This design comes from an exercise in tuning for small area on the open sky130 flow, not from production work.
Where RTL was checked, it was by simulation tests only, not by an equivalence proof against the original.
No activity file was given, so power comes from the tool's default toggle rates.

== alpha ==
==> flow/design.v (excerpt) <==
module rgb_led_array_pwm #(
  parameter int P_LED_NUM = 4,
  parameter int P_DUTY_W  = 8,
  parameter int P_CE_DIV  = 4,
  parameter int P_CE_W    = 2,
  parameter int P_SPD_W   = 10,
  parameter int P_PHASE   = 192
) (
  input  logic                 I_CLK_100MHZ,
  input  logic                 I_RST,
  input  logic [1:0]           I_MODE,
  input  logic [P_SPD_W-1:0]   I_SPEED,
  input  logic [P_DUTY_W-1:0]  I_BRIGHTNESS,
  input  logic                 I_INVERTED,
  input  logic [P_DUTY_W-1:0]  I_FIX_R,
  input  logic [P_DUTY_W-1:0]  I_FIX_G,
  input  logic [P_DUTY_W-1:0]  I_FIX_B,
  output logic [P_LED_NUM-1:0] O_LED_R,
  output logic [P_LED_NUM-1:0] O_LED_G,
  output logic [P_LED_NUM-1:0] O_LED_B,
  output logic                 O_FRAME,
  output logic [3:0]           O_STATUS
);
Size in the first run: about 950 cells after synthesis, ~110 flip-flops.
export LEC_CHECK = 0
export CAP_MARGIN = 20
export CORE_MARGIN = 2
export CORE_UTILIZATION = 45
export PLACE_DENSITY = 0.6
export SLEW_MARGIN = 20
create_clock -name core_clock -period 13.0 [get_ports {I_CLK_100MHZ}]
run.sh (not shown) runs the stock make flow with config.mk's settings and CLKGATE_MAP_FILE= SYNTH_SCRIPT=/design/flow/synth_recipe.tcl, a recipe that flattens the netlist after the stock synthesis.
#### Input delta (beta over alpha)
diff --git a/flow/design.v b/flow/design.v
--- a/flow/design.v
+++ b/flow/design.v
@@ -153,35 +153,39 @@
   end
   logic [7:0]  col_r_r, col_g_r, col_b_r;
   logic        wheel_r, breath_r;
   logic [7:0]  kb_r;
   logic [7:0]  kb_in_s;
   logic [7:0]  mul_in_s;
   logic [7:0]  mul_s;
   assign kb_in_s  = ((mode_r == 2'd3) && !blink_r) ? 8'd0 : I_BRIGHTNESS;
   assign mul_in_s = pre_s ? I_FIX_R : (frame_s ? col_g_r : col_b_r);
   always_comb begin
-    logic [15:0] acc;
-    logic [7:0]  pp;
-    logic        c, a;
-    acc = {8'd0, mul_in_s};
+    logic [16:0] sv, cv, cn;
+    logic [15:0] pp;
+    logic        c;
+    sv = {9'd0, mul_in_s};
+    cv = 17'd0;
     for (int j = 0; j < 8; j++) begin
-      pp = level_r[j] ? mul_in_s : 8'd0;
-      c = 1'b0;
-      for (int i = 0; i < 8; i++) begin
-        a = acc[i+j];
-        acc[i+j] = a ^ pp[i] ^ c;
-        c = (a & pp[i]) | (a & c) | (pp[i] & c);
+      pp = level_r[j] ? (16'(mul_in_s) << j) : 16'd0;
+      cn = 17'd0;
+      for (int k = 0; k < 16; k++) begin
+        cn[k+1] = (sv[k] & cv[k]) | (sv[k] & pp[k]) | (cv[k] & pp[k]);
+        sv[k]   = sv[k] ^ cv[k] ^ pp[k];
       end
-      acc[j+8] = c;
+      cv = cn;
+    end
+    c = 1'b0;
+    for (int k = 0; k < 16; k++) begin
+      if (k >= 8) mul_s[k-8] = sv[k] ^ cv[k] ^ c;
+      c = (sv[k] & cv[k]) | (sv[k] & c) | (cv[k] & c);
     end
-    mul_s = acc[15:8];
   end
   always_ff @(posedge I_CLK_100MHZ) begin
     if (pre_s) begin
       wheel_r  <= (mode_r == 2'd0);
       breath_r <= (mode_r == 2'd2);
       col_r_r  <= (mode_r == 2'd0) ? hue_r[7:0] :
                   (mode_r == 2'd2) ? mul_s : I_FIX_R;
       col_g_r  <= (mode_r == 2'd0) ? {I_FIX_G[7:2], hue_r[9:8]} : I_FIX_G;
       col_b_r  <= I_FIX_B;
     end else begin
@@ -214,21 +218,21 @@
       8'd8:  begin tq_s = 4'd1;  tr_s = 4'd6; end
       8'd9:  begin tq_s = 4'd1;  tr_s = 4'd5; end
       8'd10: begin tq_s = 4'd1;  tr_s = 4'd4; end
       8'd11: begin tq_s = 4'd1;  tr_s = 4'd3; end
       8'd12: begin tq_s = 4'd1;  tr_s = 4'd2; end
       8'd13: begin tq_s = 4'd1;  tr_s = 4'd1; end
       8'd14: begin tq_s = 4'd1;  tr_s = 4'd0; end
       default: begin tq_s = 4'd0; tr_s = 4'd15; end
     endcase
   end
-  assign sat_s = ~gt8(kb_r, pwm_cnt_r);
+  assign sat_s = &q_r;
   assign dvs_s = pre_s ? kb_in_s : kb_r;
   assign rin_s = pre_s ? {4'd0, tr_s} :
                  ce0_s ? (sat_s ? kb_r : pwm_inc_s) :
                  rem_r;
   function automatic logic [8:0] dstep(input logic [7:0] r, input logic [7:0] d);
     logic [8:0] t, nd, s;
     logic       c;
     t  = {r, 1'b1};
     nd = {1'b1, ~d};
     c  = 1'b0;
Findings:
Compared with alpha, beta shows a higher fraction of the mapped netlist area in compound gates.
Clock power on beta is down relative to alpha.
When the final numbers for beta and alpha were put side by side, the maximum frequency turned out to be smaller in alpha.
Mux cell area share after synthesis: beta vs alpha up 0.23 points
Wire length of the first global-routing pass ends up lower on alpha.
beta ended with less length in cells of the worst reg-to-reg path than alpha.
beta | status: complete | timing, DRC, antenna: pass
The sequential power of alpha and that of beta are within noise of each other.
Min buffer count excluding the clock tree in the final layout across beta and alpha: beta
No functional check of the RTL was part of beta.

## separate check: timing with driven ports
No port has a modelled driver above. Below, the same layouts with a new extraction and two added sets of constraints. Step 1, drivers: a clkbuf_16 drives I_CLK_100MHZ and a buf_2 each remaining input, both assumed. Step 2 adds t to the input delays and takes it off the output delays; t is the mean of the earliest and latest rising clock arrival at the registers after step 1. Input paths then give back, and output paths get back, about the clock's delay inside the block. Slacks: ideal ports / drivers / drivers and shift; pairs: ideal ports / drivers.
run	t, ns	setup slack, ns	worst data-port slew with drivers (ns)	cell pins on the clock port's net
alpha	0.404	0.398 / 0.420 / 0.016	0.04	1
beta	0.401	2.306 / 2.323 / 1.922	0.04	1
After both steps every run listed still meets setup and hold. The setup slack of beta, which loses most, moves by +0.017 ns with the drivers and by -0.384 ns with both steps.
